Source: an optimization exercise on an open RTL-to-GDS flow (aim: a short achievable clock period and few clock cycles). Production flows keep margins and buffers that such runs may drop.
Function was checked by simulation only, so behaviour that the tests miss may differ from the original.
Power and IR drop assume default switching activity.

Setup of lane 1:
// riscv_pipeline
module riscv_pipeline (
    input  logic                  clk,
    input  logic                  rst,
    input  riscv_pipe_pkg::word_t instr,
    output riscv_pipe_pkg::word_t pc,
    input  riscv_pipe_pkg::word_t read_data,
    output logic                  data_we,
    output riscv_pipe_pkg::word_t data_addr,
    output riscv_pipe_pkg::word_t din,
    output riscv_pipe_pkg::word_t status,
    output riscv_pipe_pkg::word_t result_bytes
);
    localparam int BN = 8;              
    localparam int TB = 14;             
    logic [BN-1:0] btb_valid, btb_pt, btb_back;
    logic [TB-1:0] btb_tag [BN];
    logic [31:0]   btb_tgt [BN];
    logic [1:0]    btb_ctr [BN];
    logic [3:0]    btb_cnt [BN];
    logic [3:0]    btb_trip [BN];
    logic [31:0] pc_f, pc_next, instr_d, pc_d, btb_tgt_d;
    logic        valid_d_r, valid_d, took_d, kill;
    logic        is_op, is_opi, is_lui, is_load, is_store, is_branch, is_jal;
    logic        btb_ok, pred_d, need_d;
    logic [31:0] raw1_d, raw2_d;
    logic        back_e, bne_e, pred_e, tgt_bad_e, trust_e;
    logic        valid_e_r, reg_write_e_r, mem_write_e_r, load_e_r, branch_e_r, jal_e_r;
    logic        valid_e, reg_write_e, mem_write_e, load_e, branch_e, jal_e;
    logic        sub_e;
    logic [5:0]  sel_e;
  ...
==> flow/config.mk <==
export PLATFORM = sky130hd
export DESIGN_NAME = riscv_pipeline
export DESIGN_NICKNAME = riscv_pipeline
export VERILOG_FILES = /design/flow/design.v
export SDC_FILE = /design/flow/constraint.sdc
export NUM_CORES = 4
export LEC_CHECK = 0
export ABC_CLOCK_PERIOD_IN_PS = 2000
export CAP_MARGIN = 20
export CORE_MARGIN = 2
export CORE_UTILIZATION = 40
export SETUP_SLACK_MARGIN = 4.5
export SLEW_MARGIN = 20
export TNS_END_PERCENT = 5
==> flow/constraint.sdc <==
create_clock -name core_clock -period 7.0 [get_ports {clk}]
set_input_delay 1.4000 -clock core_clock [delete_from_list [all_inputs] [get_ports {clk}]]
set_output_delay 1.4000 -clock core_clock [all_outputs]
set_load 0.01 [all_outputs]
run.sh (not shown) runs the stock make flow with config.mk's settings and CLKGATE_MAP_FILE= SYNTH_SCRIPT=/design/flow/synth_recipe.tcl, a recipe that flattens the netlist after the stock synthesis.
Lane 1: PASS, flow complete, no timing, DRC or antenna violations
Testbench counts of lane 1, summed over its fixed seeds: cycles 70,241.
Inputs modified between lane 1 and lane 2:
--- a/flow/design.v
+++ b/flow/design.v
@@ -74,24 +74,24 @@
     input  logic [5:0]  sel_e,       
     output logic [31:0] alu_result_e,
     output logic [31:0] store_e,
     output logic        equal_e,
     output logic        is_io_e      
 );
     logic [31:0] a, b, sum;
     logic        slt;
     assign a       = rd1_e;
     assign b       = opb_e;
     assign store_e = rd2_e;
-    ks_add32 add_i (.a(a), .b(b ^ {32{sub_e}}), .cin(sub_e), .sum(sum));
-    assign slt = (a[31] ^ b[31]) ? a[31] : sum[31];
+    ks_add32 add_i (.a(a), .b(b), .cin(sub_e), .sum(sum));
+    assign slt = (a[31] ^ b[31] ^ sub_e) ? a[31] : sum[31];
     assign alu_result_e = ({32{sel_e[0]}} & sum)
                         | {31'b0, sel_e[1] & slt}
                         | ({32{sel_e[2]}} & (a & b))
                         | ({32{sel_e[3]}} & (a | b))
                         | ({32{sel_e[4]}} & (a ^ b))
                         | ({32{sel_e[5]}} & b);
     assign equal_e = (rd1_e == rd2_e);
     logic [31:0] ox, oa;
     logic [8:0]  c;
     assign ox = a ^ b;
     assign oa = a & b;
@@ -213,24 +213,25 @@
     assign f3    = instr_d[14:12];
     assign rs1_d = instr_d[19:15];
     assign rs2_d = instr_d[24:20];
     assign rd_d  = instr_d[11:7];
     assign use1 = is_op | is_opi | is_load | is_store | is_branch;
     assign use2 = is_op | is_store | is_branch;
     assign imm_i = {{20{instr_d[31]}}, instr_d[31:20]};
     assign imm_s = {{20{instr_d[31]}}, instr_d[31:25], instr_d[11:7]};
     assign imm_u = {instr_d[31:12], 12'b0};
     assign fa_d = reg_write_e & (rd_e == rs1_d);
     assign fb_d = reg_write_e & (rd_e == rs2_d);
-    assign stall = valid_d & load_e & (rd_e != 5'd0) &
-                   ((use1 && rd_e == rs1_d) || (use2 && rd_e == rs2_d));
+    assign stall = valid_d & ((load_e & (rd_e != 5'd0) &
+                               ((use1 && rd_e == rs1_d) || (use2 && rd_e == rs2_d))) |
+                              (is_op & sub_d & fb_d));
     assign d_redir = valid_d & !stall & need_d;
     assign result_m = load_m ? read_data_m : alu_result_m;
     always_ff @(posedge clk) begin
         if (reg_write_m && rd_m != 5'd0) begin
             regs[rd_m] <= result_m;
         end
     end
     assign rd1_d = (reg_write_m && rd_m == rs1_d) ? result_m : raw1_d;
     assign rd2_d = (reg_write_m && rd_m == rs2_d) ? result_m : raw2_d;
     always_comb begin
         sel_d = 6'b000001;
@@ -378,23 +379,23 @@
         bne_e     <= (f3 == riscv_isa_pkg::F3_BNE);
         back_e    <= is_branch & instr_d[31];
         pred_e    <= pred_d;
         trust_e   <= took_d & btb_ok;
         btb_tgt_e <= btb_tgt_d;
         alt_e     <= pred_d ? pc4_d : target_d;
         target_e  <= target_d;
         pc_e      <= pc_d;
         rd_e      <= rd_d;
         rd1_e     <= fa_d ? alu_result_e : rd1_d;
         rd2_e     <= fb_d ? alu_result_e : rd2_d;
-        opb_e     <= (fb_d & (is_op | is_branch)) ? alu_result_e : opb_d;
+        opb_e     <= (fb_d & (is_op | is_branch)) ? alu_result_e : (opb_d ^ {32{sub_d}});
         sub_e     <= sub_d;
         sel_e     <= sel_d;
     end
     always_ff @(posedge clk) begin
         if (rst) begin
             reg_write_m <= 1'b0;
             mem_write_m <= 1'b0;
             load_m      <= 1'b0;
             upd_v       <= 1'b0;
         end else begin
             reg_write_m <= reg_write_e;
Results
- The final layouts of lane 1 and lane 2 pass the timing, design-rule and antenna checks.
- Between lane 2 and lane 1, the summed instance area of the synthesized netlist figures differ only marginally.
- Reported combinational group power: higher on lane 1
- The area overhead of the layout relative to synthesis was comparable across lane 1 and lane 2.
- Post-layout minimum cycle time up 0.055 ns in lane 2 wrt lane 1
- Compared with lane 1, in lane 2 arrival time at the worst endpoint grew by 0.10 ns; slack of the worst reg-to-reg path went down by 0.05 ns; average instance area after synthesis went down by 0.62%; count of clock-buffer cells in the layout increased by 5 relative to the old numbers; number of inverters outside the clock class in the layout picked up an extra 14%.
- The post-route worst hold slack of lane 2 falls short of that of lane 1 by 0.031 ns.
- Of lane 1 and lane 2, the lower relative area of non-clock buffer cells in the final design belongs to lane 2.
- | portion of the layout cell area used by clock cells | higher: lane 2 |
- Comparing lane 1 with lane 2, the final design instance area without fill came out essentially unchanged.
Testbench counts of lane 2, summed over its fixed seeds: cycles 70,339.

-- static timing again, ports no longer ideal --
The results above use ideal ports. As a check the final layouts listed here were re-extracted and re-timed, cells and wires unchanged. Step 1 sets driving cells, clkbuf_16 on the clock port and buf_2 on the other inputs (assumed; they add their load-dependent delay and slew). Step 2 adds t to the input delays and takes it off the output delays; t is the mean of the earliest and latest rising clock arrival at the registers after step 1. Input paths then give back, and output paths get back, about the clock's delay inside the block. a / b / c = ideal / step 1 / step 2; a / b = the first two.
run | t, ns | setup slack, ns | slew at the worst register clock pin (ns)
lane 1 | 0.967 | 3.644 / 3.601 / 2.634 | 0.07 / 0.07
lane 2 | 0.966 | 3.589 / 3.589 / 2.678 | 0.07 / 0.07
After both steps every run listed still meets setup and hold. For lane 1, which loses most, drivers alone change the setup slack by -0.043 ns; drivers and shift together by -1.010 ns.
